What follows belongs to an exercise in optimizing a design on an open flow for small area; a production flow would make more cautious choices. In this exercise RTL edits were held to simulation tests only and were not proved equivalent to the original. Power is estimated from default activity; no workload was simulated.

==> flow/design.v <==
module wb_regfile #(
    parameter int unsigned DATA_W = 32,
    parameter int unsigned ADDR_W = 5
) (
    input  logic              clk,
    input  logic              rst_n,
    input  logic [DATA_W-1:0] wb_mem_data,
    input  logic [DATA_W-1:0] wb_alu_result,
    input  logic [ADDR_W-1:0] wb_rd,
    input  logic [1:0]        wb_control,
    input  logic [ADDR_W-1:0] rs_addr,
    input  logic [ADDR_W-1:0] rt_addr,
    output logic [DATA_W-1:0] rs_data,
    output logic [DATA_W-1:0] rt_data,
    output logic [DATA_W-1:0] wb_data,
    output logic              wb_we,
    output logic [31:0]       commit_count
);
    localparam int unsigned NUM_REGS = 1 << ADDR_W;
    assign wb_data = wb_control[0] ? wb_mem_data : wb_alu_result;
    assign wb_we   = rst_n & wb_control[1] & (wb_rd != '0);
    logic [DATA_W-1:0] row_d;
    for (genvar j = 0; j < DATA_W; j++) begin : g_rowd
        wbrf_and2 u_d (.A(wb_data[j]), .B(rst_n), .X(row_d[j]));
    end
    logic [3:0] rs_lo, rt_lo;
    logic [7:0] rs_hi, rt_hi;
    for (genvar k = 0; k < 4; k++) begin : g_plo
        assign rs_lo[k] = (rs_addr[1:0] == 2'(k));
        assign rt_lo[k] = (rt_addr[1:0] == 2'(k));
    end
    for (genvar k = 0; k < 8; k++) begin : g_phi
        assign rs_hi[k] = (rs_addr[4:2] == 3'(k));
        assign rt_hi[k] = (rt_addr[4:2] == 3'(k));
    end
    logic [NUM_REGS-1:1] row_wn;    
    logic [NUM_REGS-1:1] row_ld;    
    logic [NUM_REGS-1:1] rs_sel;    
    logic [NUM_REGS-1:1] rt_sel;
    logic                rs_byp, rt_byp;
    for (genvar i = 1; i < NUM_REGS; i++) begin : g_dec
        assign row_wn[i] = ~(wb_we & (wb_rd == ADDR_W'(i)));
        wbrf_nand2 u_ld (.A(row_wn[i]), .B(rst_n), .Y(row_ld[i]));
        wbrf_and3 u_rs (.A(rs_lo[i % 4]), .B(rs_hi[i / 4]), .C(row_wn[i]), .X(rs_sel[i]));
        wbrf_and3 u_rt (.A(rt_lo[i % 4]), .B(rt_hi[i / 4]), .C(row_wn[i]), .X(rt_sel[i]));
    end
    assign rs_byp = wb_we & (rs_addr == wb_rd);
    assign rt_byp = wb_we & (rt_addr == wb_rd);
    logic [NUM_REGS-1:1][DATA_W-1:0] regs;
    for (genvar i = 1; i < NUM_REGS; i++) begin : g_row
        always_ff @(posedge clk) begin
            if (row_ld[i]) regs[i] <= row_d;
        end
    end
    for (genvar j = 0; j < DATA_W; j++) begin : g_bit
        logic [NUM_REGS-1:1] q;    
        for (genvar i = 1; i < NUM_REGS; i++) begin : g_q
            assign q[i] = regs[i][j];
        end
        wb_regfile_rd32 u_rs (
            .d({q, row_d[j]}), .s({rs_sel, rs_byp}), .y(rs_data[j])
        );
        wb_regfile_rd32 u_rt (
            .d({q, row_d[j]}), .s({rt_sel, rt_byp}), .y(rt_data[j])
        );
    end
    always_ff @(posedge clk) begin
        if (!rst_n) begin
            commit_count <= '0;
        end else if (wb_we) begin
            commit_count <= commit_count + 32'd1;
        end
    end
endmodule
module wb_regfile_rd32 (
    input  logic [31:0] d,
    input  logic [31:0] s,
    output logic        y
);
    logic [10:0] n;
    logic [2:0]  p;
    for (genvar g = 0; g < 10; g++) begin : g_aoi
        wbrf_a222oi u_aoi (
            .A1(d[3*g]),   .A2(s[3*g]),
            .B1(d[3*g+1]), .B2(s[3*g+1]),
            .C1(d[3*g+2]), .C2(s[3*g+2]),
            .Y(n[g])
        );
    end
    wbrf_a22oi u_aoi_last (
        .A1(d[30]), .A2(s[30]), .B1(d[31]), .B2(s[31]), .Y(n[10])
    );
    wbrf_nand4 u_nd0 (.A(n[0]), .B(n[1]), .C(n[2]),  .D(n[3]), .Y(p[0]));
    wbrf_nand4 u_nd1 (.A(n[4]), .B(n[5]), .C(n[6]),  .D(n[7]), .Y(p[1]));
    wbrf_nand3 u_nd2 (.A(n[8]), .B(n[9]), .C(n[10]), .Y(p[2]));
    wbrf_or3   u_or  (.A(p[0]), .B(p[1]), .C(p[2]),  .X(y));
endmodule
module wbrf_a222oi (
    input  logic A1, A2, B1, B2, C1, C2,
    output logic Y
);
    assign Y = ~((A1 & A2) | (B1 & B2) | (C1 & C2));
endmodule
module wbrf_a22oi (
    input  logic A1, A2, B1, B2,
    output logic Y
);
    assign Y = ~((A1 & A2) | (B1 & B2));
endmodule
module wbrf_nand4 (
    input  logic A, B, C, D,
    output logic Y
);
    assign Y = ~(A & B & C & D);
endmodule
module wbrf_nand3 (
    input  logic A, B, C,
    output logic Y
);
    assign Y = ~(A & B & C);
endmodule
module wbrf_nand2 (
    input  logic A, B,
    output logic Y
);
    assign Y = ~(A & B);
endmodule
module wbrf_or3 (
    input  logic A, B, C,
    output logic X
);
    assign X = A | B | C;
endmodule
module wbrf_and3 (
    input  logic A, B, C,
    output logic X
);
    assign X = A & B & C;
endmodule
module wbrf_and2 (
    input  logic A, B,
    output logic X
);
    assign X = A & B;
endmodule
==> flow/config.mk <==
export PLATFORM = sky130hd
export DESIGN_NAME = wb_regfile
export DESIGN_NICKNAME = wb_regfile
export VERILOG_FILES = /design/flow/design.v
export SDC_FILE = /design/flow/constraint.sdc
export NUM_CORES = 4
export LEC_CHECK = 0
export CAP_MARGIN = 0
export CORE_MARGIN = 2
export CORE_UTILIZATION = 55
export SLEW_MARGIN = 0
export SYNTH_HIERARCHICAL = 1
==> flow/constraint.sdc <==
create_clock -name core_clock -period 6.0 [get_ports {clk}]
set_input_delay 1.2000 -clock core_clock [delete_from_list [all_inputs] [get_ports {clk}]]
set_output_delay 1.2000 -clock core_clock [all_outputs]
set_load 0.01 [all_outputs]
standard.sh (not shown) runs the stock make flow with config.mk's settings and CLKGATE_MAP_FILE= SYNTH_SCRIPT=/design/flow/synth_recipe.tcl, a recipe that flattens the netlist after the stock synthesis.
==> flow/flow/run.sh <==
#!/bin/bash
# Own layout flow: the standard ORFS flow (standard synthesis unchanged), with
#  - port buffers of the smallest buffer cell instead of the default delay-cell choice;
#  - clock tree built from larger leaf clusters and without dummy balancing loads.
# ORFS writes each tool's full log under orfs/logs; make's own output goes to flow_make.log.
set -euo pipefail
bash standard.sh \
  "BUFFER_PORTS_ARGS=-buffer_cell sky130_fd_sc_hd__buf_1" \
  "CTS_ARGS=-sink_clustering_enable -repair_clock_nets -dont_use_dummy_load -buf_list sky130_fd_sc_hd__clkbuf_8 -sink_clustering_size 16 -sink_clustering_max_diameter 80" \
  finish > flow_make.log 2>&1
Change:
==> flow/flow/run.sh (replaced) <==
#!/bin/bash
# Own layout flow: the standard ORFS flow (standard synthesis unchanged), with
#  - port buffers of the smallest buffer cell instead of the default delay-cell choice;
#  - clock tree of clkbuf_4 cells over clusters of at most 10 flip-flops, without dummy loads;
#  - after floorplanning, gate strengths set for their loads (flow/presize.tcl).
# ORFS writes each tool's full log under orfs/logs; make's own output goes to flow_make.log.
set -euo pipefail
bash standard.sh \
  "BUFFER_PORTS_ARGS=-buffer_cell sky130_fd_sc_hd__buf_1" \
  "CTS_ARGS=-sink_clustering_enable -repair_clock_nets -dont_use_dummy_load -buf_list sky130_fd_sc_hd__clkbuf_4 -sink_clustering_size 10 -sink_clustering_max_diameter 60" \
  "POST_FLOORPLAN_TCL=$PWD/flow/presize.tcl" \
  finish > flow_make.log 2>&1
==> flow/flow/presize.tcl (new file) <==
# After floorplanning, before placement:
#  - synthesis maps the two-term AND-OR-invert gates of the read selects to the double-strength
#    cell, though each drives a single NAND input: use the single-strength cell;
#  - gates whose output fans out to a whole row or column of the array (read selects, row
#    loads, row data) are set to the x4 strength of the same function, so that they drive
#    their net directly rather than through an added buffer.
set db [ord::get_db]
set n_dn 0
set n_up 0
foreach inst [[ord::get_db_block] getInsts] {
  set m [[$inst getMaster] getName]
  if {$m eq "sky130_fd_sc_hd__a22oi_2"} {
    $inst swapMaster [$db findMaster sky130_fd_sc_hd__a22oi_1]
    incr n_dn
    continue
  }
  if {![regexp {^(sky130_fd_sc_hd__(and2|and3|nand2|nor2|nand3))_[12]$} $m -> base]} { continue }
  set fo 0
  foreach it [$inst getITerms] {
    if {[$it isOutputSignal] && [$it getNet] ne "NULL"} {
      set fo [expr {[llength [[$it getNet] getITerms]] - 1}]
    }
  }
  if {$fo >= 16} {
    set big [$db findMaster ${base}_4]
    if {$big ne "NULL"} {
      $inst swapMaster $big
      incr n_up
    }
  }
}
puts "presize.tcl: $n_dn a22oi_2 set to a22oi_1, $n_up high-fanout gates set to x4"
--- a/flow/config.mk
+++ b/flow/config.mk
@@ -8,5 +8,5 @@
 export CAP_MARGIN = 0
 export CORE_MARGIN = 2
-export CORE_UTILIZATION = 55
+export CORE_UTILIZATION = 60
 export SLEW_MARGIN = 0
 export SYNTH_HIERARCHICAL = 1
The changed run finished with timing, DRC and antenna clean.
Die area goes down by 8.2%.
First-iteration DRC count goes up by 10%.
Final cell count goes down by 2.6%.
Change:
==> flow/flow/run.sh (replaced) <==
#!/bin/bash
# Own layout flow: the standard ORFS flow (standard synthesis unchanged), with
#  - port buffers of the smallest buffer cell instead of the default delay-cell choice;
#  - clock tree of clkbuf_8 cells over clusters of at most 16 flip-flops, without dummy loads;
#  - after floorplanning, gate strengths set for their loads (flow/presize.tcl).
# ORFS writes each tool's full log under orfs/logs; make's own output goes to flow_make.log.
set -euo pipefail
bash standard.sh \
  "BUFFER_PORTS_ARGS=-buffer_cell sky130_fd_sc_hd__buf_1" \
  "CTS_ARGS=-sink_clustering_enable -repair_clock_nets -dont_use_dummy_load -buf_list sky130_fd_sc_hd__clkbuf_8 -sink_clustering_size 16 -sink_clustering_max_diameter 80" \
  "POST_FLOORPLAN_TCL=$PWD/flow/presize.tcl" \
  finish > flow_make.log 2>&1
Result:
- utilization came out higher by 0.25 points
- cell count went down by 1.1%
- routed wire length went down by 0.60%
- synthesized cell count stays the same
- die area stays the same
Change:
==> flow/flow/run.sh (replaced) <==
#!/bin/bash
# Own layout flow: the standard ORFS flow (standard synthesis unchanged), with
#  - port buffers of the smallest buffer cell instead of the default delay-cell choice;
#  - clock tree of clkbuf_8 cells over clusters of at most 18 flip-flops, without dummy loads;
#  - after floorplanning, gate strengths set for their loads (flow/presize.tcl).
# ORFS writes each tool's full log under orfs/logs; make's own output goes to flow_make.log.
set -euo pipefail
bash standard.sh \
  "BUFFER_PORTS_ARGS=-buffer_cell sky130_fd_sc_hd__buf_1" \
  "CTS_ARGS=-sink_clustering_enable -repair_clock_nets -dont_use_dummy_load -buf_list sky130_fd_sc_hd__clkbuf_8 -sink_clustering_size 18 -sink_clustering_max_diameter 80" \
  "POST_FLOORPLAN_TCL=$PWD/flow/presize.tcl" \
  finish > flow_make.log 2>&1
What happened:
- routed wire length barely changes
- worst hold slack gains 4.7 ps
- final cell count barely changes
- setup slack gains 14 ps
- die area does not change
- sequential power hardly moves
- critical path depth is unchanged
- power came out lower by 0.89%
- via count came out lower by about 0.8%
- sequential share of layout area came out higher by 0.15 points
- combinational power is about the same

[separate check: timing with driven ports]
Ports are ideal in the flow. The routed layouts listed here were re-timed in OpenROAD.
Step 1 assumes that a clkbuf_16 drives the clock port and a buf_2 every other input.
Step 2 adds t to the input delays and takes it off the output delays; t is the mean of the earliest and latest rising clock arrival at the registers after step 1. Input paths then give back, and output paths get back, about the clock's delay inside the block.
a / b / c = no drivers / after step 1 / after step 2; a / b = the first two.
run	t, ns	setup WS [ns]	worst data-port slew with drivers (ns)	pins driven straight from the clock port
the first run	0.764	0.156 / 0.075 / 0.075	0.20	1
the second run	0.977	0.256 / 0.228 / 0.228	0.04	1
the third run	0.750	0.226 / 0.202 / 0.202	0.04	1
the fourth run	0.745	0.240 / 0.215 / 0.215	0.04	1
After both steps every run listed still meets setup and hold. The setup slack of the first run, which loses most, moves by -0.081 ns with the drivers and by -0.081 ns with both steps.
